This is an optimization exercise on Yosys and OpenROAD, whose aim is small area and a short achievable clock period, not a production implementation. Function was checked by simulation only, so behaviour that the tests miss may differ from the original. Power and IR drop assume default switching activity.

## ultrasonic_ctrl_mc
module ultrasonic_ctrl_mc #(
  parameter int NCH       = 4,
  parameter int CH_W      = 2,
  parameter int DAC_W     = 12,
  parameter int DATA_W    = 25,
  parameter int DEPTH     = 128,
  parameter int ADDR_W    = 7,
  parameter int RING_MODE = 1
) (
  input  logic                   clk,
  input  logic                   rst_n,
  input  logic                   cmd_valid,
  output logic                   cmd_ready,
  input  logic [2:0]             cmd_op,
  input  logic [CH_W-1:0]        cmd_ch,
  input  logic [7:0]             cmd_amount,
  input  logic                   cmd_capture,
  output logic [NCH*DAC_W-1:0]   dac_out,
  output logic [NCH-1:0]         dac_on,
  input  logic                   rec_en,
  input  logic [DATA_W-1:0]      buf_in,
  output logic                   capturing,
  output logic                   cap_done,
  output logic [CH_W-1:0]        cap_ch,
  output logic [ADDR_W:0]        cap_count,
  output logic [ADDR_W-1:0]      cap_start,
  output logic                   overflow,
  ...
Size: ~150 I/O pins, about 0.13 mm^2 of cells after synthesis.
export LEC_CHECK = 0
export CAP_MARGIN = 20
export CORE_MARGIN = 2
export CORE_UTILIZATION = 45
export SETUP_SLACK_MARGIN = 2.2
export SLEW_MARGIN = 20
create_clock -name core_clock -period 5.0 [get_ports {clk}]
standard.sh (not shown) runs the stock make flow with config.mk's settings and CLKGATE_MAP_FILE= SYNTH_SCRIPT=/design/flow/synth_recipe.tcl, a recipe that flattens the netlist after the stock synthesis.
==> flow/flow/run.sh <==
#!/bin/bash
# Standard ORFS layout (the standard.sh, unchanged synthesis), except that
# the port buffers placed in global placement are plain buf_4 cells instead of
# the resizer's default pick.
set -euo pipefail
export BUFFER_PORTS_ARGS="-buffer_cell sky130_fd_sc_hd__buf_4"
bash standard.sh "BUFFER_PORTS_ARGS=-buffer_cell sky130_fd_sc_hd__buf_4" finish > orfs_make.log 2>&1
Next try:
==> flow/flow/run.sh (replaced) <==
#!/bin/bash
# Standard ORFS layout (the standard.sh, unchanged synthesis) with two
# changes: the port buffers placed in global placement are plain buf_4 cells,
# and clock tree synthesis builds the tree from clkbuf_8 cells without dummy
# loads. The make output goes to orfs_make.log; each ORFS step keeps its own
# log under orfs/logs.
set -euo pipefail
BP="-buffer_cell sky130_fd_sc_hd__buf_4"
CA="-sink_clustering_enable -repair_clock_nets -dont_use_dummy_load -buf_list sky130_fd_sc_hd__clkbuf_8"
export BUFFER_PORTS_ARGS="$BP"
export CTS_ARGS="$CA"
bash standard.sh "BUFFER_PORTS_ARGS=$BP" "CTS_ARGS=$CA" finish > orfs_make.log 2>&1
- SETUP_SLACK_MARGIN: 2.2 -> 2.3
=> The changed run ran to the end with no violations. Power goes down by 8.9%. Sequential power stays flat. Global-route usage fell by 0.22 points. Area after synthesis does not change. Combinational power grows by 4.3%. Die area does not change. Wire length hardly moves.

========
ultrasonic_ctrl_mc, a different RTL version from the one above (not shown whole).
For scale: roughly 3300 flip-flops, ~150 I/O pins, ~0.13 mm2 of cells after synthesis.
Settings: LEC_CHECK=0, CAP_MARGIN=20, CORE_MARGIN=2, CORE_UTILIZATION=45, SETUP_SLACK_MARGIN=2.3, SLEW_MARGIN=20; clock period 5.0 ns.
==> flow/flow/run.sh <==
#!/bin/bash
# Standard ORFS layout (the standard.sh, unchanged synthesis) with two
# changes: the port buffers placed in global placement are plain buf_4 cells,
# and clock tree synthesis builds the tree from clkbuf_8 cells, in sink
# clusters of up to 16 flip-flops within 60 um, without dummy
# loads. The make output goes to orfs_make.log; each ORFS step keeps its own
# log under orfs/logs.
set -euo pipefail
BP="-buffer_cell sky130_fd_sc_hd__buf_4"
CA="-sink_clustering_enable -sink_clustering_size 16 -sink_clustering_max_diameter 60 -repair_clock_nets -dont_use_dummy_load -buf_list sky130_fd_sc_hd__clkbuf_8"
export BUFFER_PORTS_ARGS="$BP"
export CTS_ARGS="$CA"
bash standard.sh "BUFFER_PORTS_ARGS=$BP" "CTS_ARGS=$CA" finish > orfs_make.log 2>&1
Next try:
SETUP_SLACK_MARGIN = 2.4   (was 2.3)
SLEW_MARGIN = 40   (was 20)
What happened: The changed run finished with timing, DRC and antenna clean; routed wire length increases by 2.4%; total power hardly moves; core utilization increases by 0.53 points.

what the ideal ports hide:
The results above use ideal ports. As a check the final layouts listed here were re-extracted and re-timed, cells and wires unchanged.
Step 1 assumes that a clkbuf_16 drives the clock port and a buf_2 every other input.
Step 2 times the ports against the registers' clock, not the clock port: input delays grow and output delays shrink by t, the midpoint of the rising clock arrivals with the driver on.
a / b / c = no drivers / after step 1 / after step 2; a / b = the first two.
| run | t (ns) | slack for setup (ns) | hold slack, ns | latest minus earliest clock arrival (ns) | pins driven straight from the clock port |
|---|---|---|---|---|---|
| the first run of note 1 | 1.005 | 2.010 / 1.769 / 0.764 | 0.040 / -0.014 / 0.512 | 0.073 / 0.072 | 1 |
| the second run of note 1 | 1.232 | 2.081 / 1.949 / 0.717 | 0.195 / 0.131 / 0.533 | 0.146 / 0.147 | 1 |
| the first run of note 2 | 1.100 | 2.125 / 1.749 / 0.648 | 0.314 / 0.255 / 0.515 | 0.191 / 0.191 | 1 |
| the second run of note 2 | 1.121 | 2.095 / 1.989 / 1.005 | 0.288 / 0.207 / 0.533 | 0.185 / 0.185 | 1 |
After both steps setup and hold are still met in every run listed. For the first run of note 2, which loses most, drivers alone change the setup slack by -0.376 ns; drivers and shift together by -1.477 ns.
